This is an optimization exercise on Yosys and OpenROAD, whose aim is small area, not a production implementation.
At most, simulation tests tie the RTL to the original design; equivalence was not proved.
Power and IR drop assume default switching activity.

==> v26 <==
==> flow/design.v <==
module pkt_framer #(
  parameter int PAYLOAD_BYTES  = 40,
  parameter int FCS_BYTES      = 4,
  parameter int TIMEOUT_CYCLES = 64
) (
  input  logic                       clk_i,
  input  logic                       rst_i,
  input  logic                       in_valid_i,
  input  logic [7:0]                 in_data_i,
  input  logic                       in_sof_i,
  output logic                       in_ready_o,
  output logic                       crc_valid_o,
  output logic [8*PAYLOAD_BYTES-1:0] crc_data_o,
  input  logic                       crc_done_i,
  input  logic [31:0]                crc_value_i,
  output logic [15:0]                stat_ok_o,
  output logic [15:0]                stat_bad_o,
  output logic [15:0]                stat_drop_o,
  output logic                       out_valid_o,
  input  logic                       out_ready_i,
  output logic [8*PAYLOAD_BYTES-1:0] out_payload_o,
  output logic                       out_crc_ok_o,
  output logic                       out_timeout_o
);
  localparam int PW = 8 * PAYLOAD_BYTES;
  localparam int FW = 8 * FCS_BYTES;
  localparam int SW = PW + FW;
  logic [SW-1:0] sr_q;           
  logic [5:0]    cnt_q;
  logic          in_ready_q, active_q, crc_valid_q, out_valid_q;
  logic          ok_q, tmo_q;
  logic          accept, last_byte, waiting, tmo_hit, fcs_eq;
  logic [FW-1:0] fcs;
  assign accept    = in_valid_i & in_ready_q;
  assign last_byte = active_q & ~in_sof_i & cnt_q[5] & cnt_q[3] & cnt_q[1] & cnt_q[0];
  assign waiting   = ~in_ready_q & ~crc_valid_q & ~out_valid_q;
  assign tmo_hit   = (cnt_q == 6'd44);
  genvar j;
  generate
    for (j = 0; j < FCS_BYTES; j++) begin : g_fcs
      assign fcs[8*j +: 8] = sr_q[8*(FCS_BYTES-1-j) +: 8];
    end
  endgenerate
  assign fcs_eq = (crc_value_i == fcs);
  always_ff @(posedge clk_i or posedge rst_i) begin
    if (rst_i) begin
      in_ready_q  <= 1'b1;
      active_q    <= 1'b0;
      crc_valid_q <= 1'b0;
      out_valid_q <= 1'b0;
    end else begin
      active_q    <= in_ready_q & (active_q | (in_valid_i & in_sof_i));
      crc_valid_q <= accept & last_byte;
      if (in_ready_q) in_ready_q <= ~(in_valid_i & last_byte);
      else            in_ready_q <= out_valid_q & out_ready_i;
      if (out_valid_q) out_valid_q <= ~out_ready_i;
      else             out_valid_q <= waiting & (crc_done_i | tmo_hit);
    end
  end
  always_ff @(posedge clk_i) begin
    if (accept) sr_q <= {sr_q[SW-9:0], in_data_i};
    if (accept & in_sof_i)          cnt_q <= 6'd1;
    else if (in_valid_i | ~in_ready_q) cnt_q <= cnt_q + 6'd1;
    if (~out_valid_q) begin
      ok_q  <= crc_done_i & fcs_eq;
      tmo_q <= ~crc_done_i;
    end
  end
  logic [15:0] stat_ok_q, stat_bad_q, stat_drop_q;
  logic        hand_off;
  function automatic logic [15:0] sat_inc(input logic [15:0] v);
    sat_inc = (v == 16'hFFFF) ? v : v + 16'd1;
  endfunction
  assign hand_off = out_valid_q & out_ready_i;
  always_ff @(posedge clk_i or posedge rst_i) begin
    if (rst_i) begin
      stat_ok_q   <= '0;
      stat_bad_q  <= '0;
      stat_drop_q <= '0;
    end else begin
      if (accept & ~(active_q ^ in_sof_i)) stat_drop_q <= sat_inc(stat_drop_q);
      if (hand_off &  ok_q) stat_ok_q  <= sat_inc(stat_ok_q);
      if (hand_off & ~ok_q) stat_bad_q <= sat_inc(stat_bad_q);
    end
  end
  assign stat_ok_o   = stat_ok_q;
  assign stat_bad_o  = stat_bad_q;
  assign stat_drop_o = stat_drop_q;
  assign in_ready_o    = in_ready_q;
  assign crc_valid_o   = crc_valid_q;
  assign crc_data_o    = sr_q[SW-1:FW];
  assign out_valid_o   = out_valid_q;
  assign out_payload_o = sr_q[SW-1:FW];
  assign out_crc_ok_o  = ok_q;
  assign out_timeout_o = tmo_q;
endmodule
==> flow/run.sh <==
#!/bin/bash
# synth_recipe.tcl (not shown) runs the flow's synth.tcl, then flattens the netlist and writes it again
# the make line also repeats each setting of config.mk as NAME=value (left out here)
make -C /OpenROAD-flow-scripts/flow DESIGN_CONFIG=/design/flow/config.mk WORK_HOME=/design/flow/orfs CLKGATE_MAP_FILE= SYNTH_SCRIPT=/design/flow/synth_recipe.tcl finish
==> flow/config.mk <==
export PLATFORM = sky130hd
export DESIGN_NAME = pkt_framer
export DESIGN_NICKNAME = pkt_framer
export VERILOG_FILES = /design/flow/design.v
export SDC_FILE = /design/flow/constraint.sdc
export NUM_CORES = 4
export LEC_CHECK = 0
export ABC_AREA = 1
export CAP_MARGIN = 20
export CORE_MARGIN = 2
export CORE_UTILIZATION = 40
export SLEW_MARGIN = 20
==> flow/constraint.sdc <==
create_clock -name core_clock -period 4.0 [get_ports {clk_i}]
set_input_delay 0.8000 -clock core_clock [delete_from_list [all_inputs] [get_ports {clk_i}]]
set_output_delay 0.8000 -clock core_clock [all_outputs]
set_load 0.01 [all_outputs]
==> v37 (differences from v26) <==
--- a/flow/design.v
+++ b/flow/design.v
@@ -67,20 +67,31 @@
     end
   end
   logic [15:0] stat_ok_q, stat_bad_q, stat_drop_q;
-  logic        hand_off;
-  function automatic logic [15:0] sat_inc(input logic [15:0] v);
-    sat_inc = (v == 16'hFFFF) ? v : v + 16'd1;
+  logic        hand_off, drop_inc, ok_inc, bad_inc;
+  assign hand_off = out_valid_q & out_ready_i;
+  assign drop_inc = accept & ~(active_q ^ in_sof_i);
+  assign ok_inc   = hand_off & ok_q;
+  assign bad_inc  = hand_off & ~ok_q;
+  function automatic logic [15:0] sat_inc(input logic [15:0] v, input logic en);
+    logic [15:0] t;
+    logic        lo_ones, go;
+    lo_ones = &v[7:0];
+    go      = en & ~(lo_ones & (&v[15:8]));
+    t[0]    = go;
+    for (int i = 0; i < 7; i++) t[i+1] = t[i] & v[i];
+    t[8]    = go & lo_ones;
+    for (int i = 8; i < 15; i++) t[i+1] = t[i] & v[i];
+    sat_inc = v ^ t;
   endfunction
-  assign hand_off = out_valid_q & out_ready_i;
   always_ff @(posedge clk_i or posedge rst_i) begin
     if (rst_i) begin
       stat_ok_q   <= '0;
       stat_bad_q  <= '0;
       stat_drop_q <= '0;
     end else begin
-      if (accept & ~(active_q ^ in_sof_i)) stat_drop_q <= sat_inc(stat_drop_q);
-      if (hand_off &  ok_q) stat_ok_q  <= sat_inc(stat_ok_q);
-      if (hand_off & ~ok_q) stat_bad_q <= sat_inc(stat_bad_q);
+      stat_drop_q <= sat_inc(stat_drop_q, drop_inc);
+      stat_ok_q   <= sat_inc(stat_ok_q,   ok_inc);
+      stat_bad_q  <= sat_inc(stat_bad_q,  bad_inc);
     end
   end
   assign stat_ok_o   = stat_ok_q;
==> flow/flow/run.sh (new file) <==
#!/bin/bash
# Standard ORFS layout with these changes:
# - the port buffers that global placement inserts use the smallest buffer cell;
# - pins may sit one routing track apart, so that a small die holds all 739 of them;
# - the buffers yosys/abc left are removed at floorplan instead of a pre-placement timing repair
#   (which only upsizes gates against unbuffered high-fanout nets);
# - the clock tree is built from compact sink clusters, with no dummy loads and no
#   double-spacing rule on the clock nets (it collides with the one-track pin spacing).
set -euo pipefail
bash standard.sh "BUFFER_PORTS_ARGS=-buffer_cell sky130_fd_sc_hd__buf_1" \
  "PLACE_PINS_ARGS=-min_distance 1 -min_distance_in_tracks" \
  "CTS_ARGS=-sink_clustering_enable -repair_clock_nets -sink_clustering_size 20 -sink_clustering_max_diameter 60 -buf_list sky130_fd_sc_hd__clkbuf_8 -dont_use_dummy_load -apply_ndr none" \
  REMOVE_ABC_BUFFERS=1 finish > standard_flow.log 2>&1
==> flow/standard.sh (new file) <==
#!/bin/bash
# synth_recipe.tcl (not shown) runs the flow's synth.tcl, then flattens the netlist and writes it again
# the make line also repeats each setting of config.mk as NAME=value (left out here)
make -C /OpenROAD-flow-scripts/flow DESIGN_CONFIG=/design/flow/config.mk WORK_HOME=/design/flow/orfs CLKGATE_MAP_FILE= SYNTH_SCRIPT=/design/flow/synth_recipe.tcl "${@:-finish}"
Settings changed: ABC_AREA 1 to 0, CORE_AREA set to 4 4 161 161, CORE_MARGIN 2 to not set, CORE_UTILIZATION 40 to not set, DIE_AREA set to 0 0 165 165, PLACE_DENSITY set to 0.85.
removed: flow/run.sh
==> v23 (differences from v26) <==
--- a/flow/design.v
+++ b/flow/design.v
@@ -67,20 +67,26 @@
     end
   end
   logic [15:0] stat_ok_q, stat_bad_q, stat_drop_q;
-  logic        hand_off;
-  function automatic logic [15:0] sat_inc(input logic [15:0] v);
-    sat_inc = (v == 16'hFFFF) ? v : v + 16'd1;
+  logic        hand_off, drop_inc, ok_inc, bad_inc;
+  assign hand_off = out_valid_q & out_ready_i;
+  assign drop_inc = accept & ~(active_q ^ in_sof_i);
+  assign ok_inc   = hand_off & ok_q;
+  assign bad_inc  = hand_off & ~ok_q;
+  function automatic logic [15:0] sat_inc(input logic [15:0] v, input logic en);
+    logic [16:0] t;
+    t[0] = en & ~&v;
+    for (int i = 0; i < 16; i++) t[i+1] = t[i] & v[i];
+    sat_inc = v ^ t[15:0];
   endfunction
-  assign hand_off = out_valid_q & out_ready_i;
   always_ff @(posedge clk_i or posedge rst_i) begin
     if (rst_i) begin
       stat_ok_q   <= '0;
       stat_bad_q  <= '0;
       stat_drop_q <= '0;
     end else begin
-      if (accept & ~(active_q ^ in_sof_i)) stat_drop_q <= sat_inc(stat_drop_q);
-      if (hand_off &  ok_q) stat_ok_q  <= sat_inc(stat_ok_q);
-      if (hand_off & ~ok_q) stat_bad_q <= sat_inc(stat_bad_q);
+      stat_drop_q <= sat_inc(stat_drop_q, drop_inc);
+      stat_ok_q   <= sat_inc(stat_ok_q,   ok_inc);
+      stat_bad_q  <= sat_inc(stat_bad_q,  bad_inc);
     end
   end
   assign stat_ok_o   = stat_ok_q;
==> flow/flow/run.sh (new file) <==
#!/bin/bash
# Standard ORFS layout, with the port buffers that global placement inserts taken from the
# smallest buffer cell, and a clock tree built from larger sink clusters without dummy loads.
set -euo pipefail
bash standard.sh "BUFFER_PORTS_ARGS=-buffer_cell sky130_fd_sc_hd__buf_1" \
  "CTS_ARGS=-sink_clustering_enable -repair_clock_nets -sink_clustering_size 30 -sink_clustering_max_diameter 60 -buf_list sky130_fd_sc_hd__clkbuf_16 -dont_use_dummy_load" \
  finish > standard_flow.log 2>&1
==> flow/standard.sh (new file) <==
#!/bin/bash
# synth_recipe.tcl (not shown) runs the flow's synth.tcl, then flattens the netlist and writes it again
# the make line also repeats each setting of config.mk as NAME=value (left out here)
make -C /OpenROAD-flow-scripts/flow DESIGN_CONFIG=/design/flow/config.mk WORK_HOME=/design/flow/orfs CLKGATE_MAP_FILE= SYNTH_SCRIPT=/design/flow/synth_recipe.tcl "${@:-finish}"
Settings changed: ABC_AREA 1 to 0, CORE_AREA set to 4 4 252 252, CORE_MARGIN 2 to not set, CORE_UTILIZATION 40 to not set, DIE_AREA set to 0 0 256 256, PLACE_DENSITY set to 0.6.
removed: flow/run.sh
==> notes <==
Flip-flop and latch count is the same in v23 and v26. Against v26, the sequential power of v23 is higher by about 5.3%. Clock skew: v26 < v37 < v23. Via count: v37 is higher than v23 (2.9%). Between v26 and v37, the lower total power is in v37 (gap about 25%, measured against v37). Between v37 and v26, the lower critical path depth is in v26 (gap 10). Between v37 and v26, the lower combinational power is in v37 (gap 21%, measured against v26). The lowest first-iteration DRC count belongs to v23, the highest to v37.
==> figures <==
Antenna fix cells: v26 2; v23 2; v37 0
Cells on worst reg2reg path: v26 9; v23 19; v37 11
FF-to-FF Start: v26 stat_bad_q[1]$_DFFE_PP0P_; v23 stat_bad_q[2]$_DFF_PP0_; v37 in_ready_q$_DFF_PP1_
Outcome: v26 finished clean; v23 finished clean; v37 finished clean
N_taps: v26 539; v23 782; v37 324
Avg Inst Size Synth: v26 13.5 um^2; v23 17.8 um^2; v37 17.6 um^2
Post-detailed-routing wire length: v26 60.9 mm; v23 52.3 mm; v37 38.3 mm
Die Height: v26 209 um; v23 256 um; v37 165 um
GR met2 Demand/Resource: v26 46.5%; v23 28.2%; v37 40.9%
Share of the final layout cell area in sequential cells: v26 50.3%; v23 65.7%; v37 71.0%
Basic-gate share of the synthesized area counting and, or, nand and nor cells: v26 8.53%; v23 1.83%; v37 1.94%
Share of the core filled with cells in the final layout: v26 57.3%; v23 30.3%; v37 69.8%
Clock tree buffer count of the final layout: v26 55; v23 36; v37 29
Peak clock frequency supported by timing: v26 0.371 GHz; v23 0.261 GHz; v37 0.377 GHz
Cell Int Power: v26 7.81 mW; v23 7.04 mW; v37 6.08 mW
P per Cell Area: v26 435 mW/mm^2; v23 527 mW/mm^2; v37 492 mW/mm^2
Worst-case register-to-register setup slack: v26 1.77 ns; v23 0.16 ns; v37 1.34 ns
Final area over synthesized area: v26 1.420x; v23 1.165x; v37 1.077x
For v23, only the layout was checked, not whether the RTL still works.

[re-timing with driven ports]
In the flow no input, the clock included, has a driving cell. The finished layouts below were timed again as built, in two steps. Step 1 assumes that a clkbuf_16 drives the clock port and a buf_2 every other input. Step 2, shift: input delay + t, output delay - t, t = (earliest + latest rising clock arrival at the registers) / 2. This alone moves slack from input paths to output paths. a / b / c = ideal ports / drivers / drivers and shift; a / b = the first two.
| run | t, ns | setup slack, ns | clock arrival spread, ns | worst register clock-pin slew, ns | pins driven straight from the clock port |
|---|---|---|---|---|---|
| v26 | 0.625 | 1.302 / 1.245 / 1.095 | 0.029 / 0.029 | 0.06 / 0.06 | 1 |
| v37 | 0.604 | 1.345 / 1.345 / 0.966 | 0.085 / 0.085 | 0.12 / 0.12 | 1 |
| v23 | 0.586 | 0.164 / 0.164 / -0.052 | 0.082 / 0.081 | 0.10 / 0.10 | 1 |
With both steps, setup timing fails in v23, where it was met with ideal ports. For v37, which loses most, drivers alone change the setup slack by 0.000 ns; drivers and shift together by -0.379 ns.
